This is an optimization exercise on Yosys and OpenROAD, whose aim is small area, not a production implementation. Function was checked by simulation only, so behaviour that the tests miss may differ from the original. The clock port is modelled as an ideal driver; clocking choices that lean on that would not hold on a real chip. Power and IR drop assume default switching activity.

// dot_entry_top
module dot_entry_top (
	input  logic        clk2,
	input  logic        rst,
	input  logic        next_trigger,
	input  logic        key_valid,
	input  logic [3:0]  key_nibble,
	output logic [3:0]  phase_code,
	output logic [7:0]  tracker,
	output logic [7:0]  seg0,
	output logic [7:0]  seg1,
	output logic [7:0]  seg2,
	output logic [7:0]  seg3,
	output logic [15:0] dot_result
);
export LEC_CHECK = 0
export CAP_MARGIN = 20
export CORE_MARGIN = 2
export CORE_UTILIZATION = 65
export GPL_TIMING_DRIVEN = 0
export SLEW_MARGIN = 20
create_clock -name core_clock -period 10.0 [get_ports {clk2}]
standard.sh (not shown) runs the stock make flow with config.mk's settings and CLKGATE_MAP_FILE= SYNTH_SCRIPT=/design/flow/synth_recipe.tcl, a recipe that flattens the netlist after the stock synthesis.
==> flow/flow/run.sh <==
#!/bin/bash
# Layout flow: the standard synthesis, then the combinational logic
# between the registers and full adders is remapped for area with abc
# (registers, their names and cell types are kept; the smallest of a few
# runs is used), then the standard layout with small port buffers and a
# clock tree of small buffers (see post_cts.tcl).
# Each tool writes its full output to a log file of its own here.
set -euo pipefail
HERE=$(pwd)
FL=$HERE/flow
R=$HERE/orfs/results/sky130hd/dot_entry_top/base
LIB=$FLOW_HOME/platforms/sky130hd/lib/sky130_fd_sc_hd__tt_025C_1v80.lib
ABC_SCRIPT=${ABC_SCRIPT:-"strash;&get -n;&deepsyn -T 60 -S SEED;&put;dch -f;amap"}
SEEDS0=${SEEDS0:-"0 1 2 3 4"}   # deepsyn seeds for flip set 0
SEEDS1=${SEEDS1:-"0"}           # and for flip set 1

# 1. standard synthesis
bash standard.sh synth > synth.log 2>&1
cp $R/1_2_yosys.v $HERE/std_synth.v

# 2. remap the combinational logic
KEEP="sky130_fd_sc_hd__df* sky130_fd_sc_hd__edf* sky130_fd_sc_hd__fa_* sky130_fd_sc_hd__conb_1"
cat > resyn_a.ys <<EOS
read_liberty -ignore_miss_func $LIB
read_verilog $HERE/std_synth.v
hierarchy -top $FLOW_TOP
setattr -mod -set keep_hierarchy 1 $KEEP
flatten
opt_clean -purge
write_json $HERE/flat.json
EOS
yosys -s resyn_a.ys > resyn_a.log 2>&1
# full adders to flip (inputs and outputs inverted) so no inverter sits between two adders
python3 $FL/faflip.py flat.json $FLOW_TOP flip0.txt flip1.txt 2> faflip.log
# several abc runs (both flip sets, a few random seeds for deepsyn); the
# smallest netlist is kept
for k in 0 1; do
SEL=""
for c in $(cat flip$k.txt); do SEL="$SEL $FLOW_TOP/$c"; done
if [ $k = 0 ]; then SEEDS=$SEEDS0; else SEEDS=$SEEDS1; fi
for seed in $SEEDS; do
t=${k}_$seed
echo "$ABC_SCRIPT" | sed "s/SEED/$seed/" | tr ';' '\n' > resyn_$t.abc
cat > resyn_b$t.ys <<EOS
read_liberty -ignore_miss_func $LIB
read_verilog $HERE/std_synth.v
hierarchy -top $FLOW_TOP
setattr -mod -set keep_hierarchy 1 $KEEP
flatten
# internal wire names go, so the ports keep their drivers without aliases
rename -hide w:* i:* o:* %u %d
opt_clean -purge
$( [ -n "$SEL" ] && echo "techmap -map $FL/faflip.v $SEL" )
chtype -map \$__FAFLIP sky130_fd_sc_hd__fa_1
techmap
opt_expr
opt_clean -purge
abc -liberty $LIB -script $HERE/resyn_$t.abc $(cat $FL/dontuse.txt) $FLOW_TOP
opt_clean -purge
# the cell types abc used lost their modules in flatten: read them back as black boxes
read_liberty -lib -overwrite $LIB
setundef -zero
hilomap -singleton -hicell sky130_fd_sc_hd__conb_1 HI -locell sky130_fd_sc_hd__conb_1 LO
splitnets
opt_clean -purge
insbuf -buf sky130_fd_sc_hd__buf_4 A X
select $FLOW_TOP
tee -o $HERE/resyn_stat$t.txt stat -liberty $LIB
check -assert
write_verilog -noattr -nohex -nodec -selected $HERE/resyn$t.v
EOS
yosys -s resyn_b$t.ys > resyn_b$t.log 2>&1 &
done
done
wait
best=""; besta=""
for f in resyn_stat*.txt; do
  t=${f#resyn_stat}; t=${t%.txt}
  [ -f resyn$t.v ] || continue
  a=$(grep -m1 "Chip area for module" $f | awk '{print $NF}')
  echo "remapped area $t: $a" >> resyn_choice.log
  if [ -z "$best" ] || python3 -c "import sys; sys.exit(0 if $a < $besta else 1)"; then best=$t; besta=$a; fi
done
echo "keeping $best" >> resyn_choice.log
cp resyn$best.v $R/1_2_yosys.v
rm -f $R/1_synth.odb $R/1_synth.sdc

# 3. standard layout
bash standard.sh \
  BUFFER_PORTS_ARGS="-buffer_cell sky130_fd_sc_hd__buf_1" \
  CTS_ARGS="-sink_clustering_enable -repair_clock_nets -dont_use_dummy_load -buf_list sky130_fd_sc_hd__clkbuf_4" \
  POST_CTS_TCL=$FL/post_cts.tcl \
  finish > layout.log 2>&1
==> flow/flow/post_cts.tcl <==
set_propagated_clock [all_clocks]
estimate_parasitics -placement
set n_up 0
foreach inst [get_cells clkbuf_*] {
  if { [get_property $inst ref_name] != "sky130_fd_sc_hd__clkbuf_4" } { continue }
  set out [get_pins -of_objects $inst -filter "direction == output"]
  set net [get_nets -of_objects $out]
  set worst 0.0
  set flops 0
  foreach pin [get_pins -of_objects $net -filter "direction == input"] {
    if { [get_property $pin name] != "CLK" } { continue }
    incr flops
    set s [get_property $pin slew_max]
    if { $s > $worst } { set worst $s }
  }
  if { $flops > 0 && $worst > 0.110 } {
    puts "post_cts.tcl: [get_property $inst name] drives $flops clock pins, slew $worst ns: upsized"
    replace_cell $inst sky130_fd_sc_hd__clkbuf_8
    incr n_up
  }
}
puts "post_cts.tcl: upsized $n_up clock buffers"
detailed_placement
check_placement -verbose
estimate_parasitics -placement
Other scripts of this flow, unchanged in this note and not shown: flow/flow/dontuse.txt, flow/flow/faflip.py, flow/flow/faflip.v
Change:
--- a/flow/flow/run.sh
+++ b/flow/flow/run.sh
@@ -1,8 +1,7 @@
 #!/bin/bash
 # Layout flow: the standard synthesis, then the combinational logic
-# between the registers and full adders is remapped for area with abc
-# (registers, their names and cell types are kept; the smallest of a few
-# runs is used), then the standard layout with small port buffers and a
-# clock tree of small buffers (see post_cts.tcl).
+# between the registers and full adders is remapped for area (registers,
+# their names and cell types are kept), then the standard layout with
+# small port buffers and a clock tree of small buffers.
 # Each tool writes its full output to a log file of its own here.
 set -euo pipefail
@@ -12,6 +11,5 @@
 LIB=$FLOW_HOME/platforms/sky130hd/lib/sky130_fd_sc_hd__tt_025C_1v80.lib
 ABC_SCRIPT=${ABC_SCRIPT:-"strash;&get -n;&deepsyn -T 60 -S SEED;&put;dch -f;amap"}
-SEEDS0=${SEEDS0:-"0 1 2 3 4"}   # deepsyn seeds for flip set 0
-SEEDS1=${SEEDS1:-"0"}           # and for flip set 1
+SEEDS=${SEEDS:-"0 1 2"}
 
 # 1. standard synthesis
@@ -38,5 +36,4 @@
 SEL=""
 for c in $(cat flip$k.txt); do SEL="$SEL $FLOW_TOP/$c"; done
-if [ $k = 0 ]; then SEEDS=$SEEDS0; else SEEDS=$SEEDS1; fi
 for seed in $SEEDS; do
 t=${k}_$seed
==> flow/flow/post_cts.tcl (replaced) <==
set n_up 0
foreach inst [get_cells clkbuf_*] {
  if { [get_property $inst ref_name] != "sky130_fd_sc_hd__clkbuf_4" } { continue }
  set out [get_pins -of_objects $inst -filter "direction == output"]
  set net [get_nets -of_objects $out]
  set loads [llength [get_pins -of_objects $net -filter "direction == input"]]
  if { $loads >= 11 } {
    replace_cell $inst sky130_fd_sc_hd__clkbuf_8
    incr n_up
  }
}
puts "post_cts.tcl: upsized $n_up clock buffers"
detailed_placement
check_placement -verbose
Settings changed: GPL_TIMING_DRIVEN 0 to default.
Result: Synthesized area stays the same. Global-route usage is higher by 2.4 points. Wire length is higher by roughly a tenth. Non-clock buffer count is higher by 2. Design area is lower slightly. Power is higher by a few percent. First-iteration DRC count is lower by a quarter to a third. Combinational power is higher by a few percent. Utilization is lower by 0.52 points. Via count is higher by a few percent. Die area is unchanged.
Change:
--- a/flow/flow/run.sh
+++ b/flow/flow/run.sh
@@ -1,7 +1,8 @@
 #!/bin/bash
 # Layout flow: the standard synthesis, then the combinational logic
-# between the registers and full adders is remapped for area (registers,
-# their names and cell types are kept), then the standard layout with
-# small port buffers and a clock tree of small buffers.
+# between the registers and full adders is remapped for area with abc
+# (registers, their names and cell types are kept; the smallest of a few
+# runs is used), then the standard layout with small port buffers and a
+# clock tree of small buffers (see post_cts.tcl).
 # Each tool writes its full output to a log file of its own here.
 set -euo pipefail
@@ -11,5 +12,6 @@
 LIB=$FLOW_HOME/platforms/sky130hd/lib/sky130_fd_sc_hd__tt_025C_1v80.lib
 ABC_SCRIPT=${ABC_SCRIPT:-"strash;&get -n;&deepsyn -T 60 -S SEED;&put;dch -f;amap"}
-SEEDS=${SEEDS:-"0 1 2"}
+SEEDS0=${SEEDS0:-"0 1 2 3 4"}   # deepsyn seeds for flip set 0
+SEEDS1=${SEEDS1:-"0"}           # and for flip set 1
 
 # 1. standard synthesis
@@ -36,4 +38,5 @@
 SEL=""
 for c in $(cat flip$k.txt); do SEL="$SEL $FLOW_TOP/$c"; done
+if [ $k = 0 ]; then SEEDS=$SEEDS0; else SEEDS=$SEEDS1; fi
 for seed in $SEEDS; do
 t=${k}_$seed
==> flow/flow/post_cts.tcl (replaced) <==
set_propagated_clock [all_clocks]
estimate_parasitics -placement
set n_up 0
foreach inst [get_cells clkbuf_*] {
  if { [get_property $inst ref_name] != "sky130_fd_sc_hd__clkbuf_4" } { continue }
  set out [get_pins -of_objects $inst -filter "direction == output"]
  set net [get_nets -of_objects $out]
  set worst 0.0
  set flops 0
  foreach pin [get_pins -of_objects $net -filter "direction == input"] {
    if { [get_property $pin name] != "CLK" } { continue }
    incr flops
    set s [get_property $pin slew_max]
    if { $s > $worst } { set worst $s }
  }
  if { $flops > 0 && $worst > 0.110 } {
    puts "post_cts.tcl: [get_property $inst name] drives $flops clock pins, slew $worst ns: upsized"
    replace_cell $inst sky130_fd_sc_hd__clkbuf_8
    incr n_up
  }
}
puts "post_cts.tcl: upsized $n_up clock buffers"
detailed_placement
check_placement -verbose
estimate_parasitics -placement
Result: Worst setup slack gains 0.12 ns. Power decreases slightly. Synthesized area stays the same. Die area stays the same. Fmax increases slightly.

-- re-timing with driven ports --
In the flow no input, the clock included, has a driving cell. The finished layouts below were timed again as built, in two steps.
Step 1 assumes that a clkbuf_16 drives the clock port and a buf_2 every other input.
Step 2 moves the port delays by t, midway between the first and last clock arrival at a register: inputs arrive t later, outputs are due t later. That takes back most of the time a late clock gives input paths.
Three values: ideal ports, drivers, drivers and shift; two values: the first two.
| run | t (ns) | setup slack, ns | worst data-port slew with drivers (ns) |
|---|---|---|---|
| the first run | 0.580 | 0.306 / 0.317 / -0.263 | 0.04 |
| the second run | 0.465 | 0.714 / 0.718 / 0.253 | 0.04 |
| the third run | 0.579 | 0.833 / 0.835 / 0.257 | 0.04 |
Met with ideal ports but missed after step 2: setup timing in the first run. The setup slack of the third run, which loses most, moves by +0.002 ns with the drivers and by -0.576 ns with both steps.
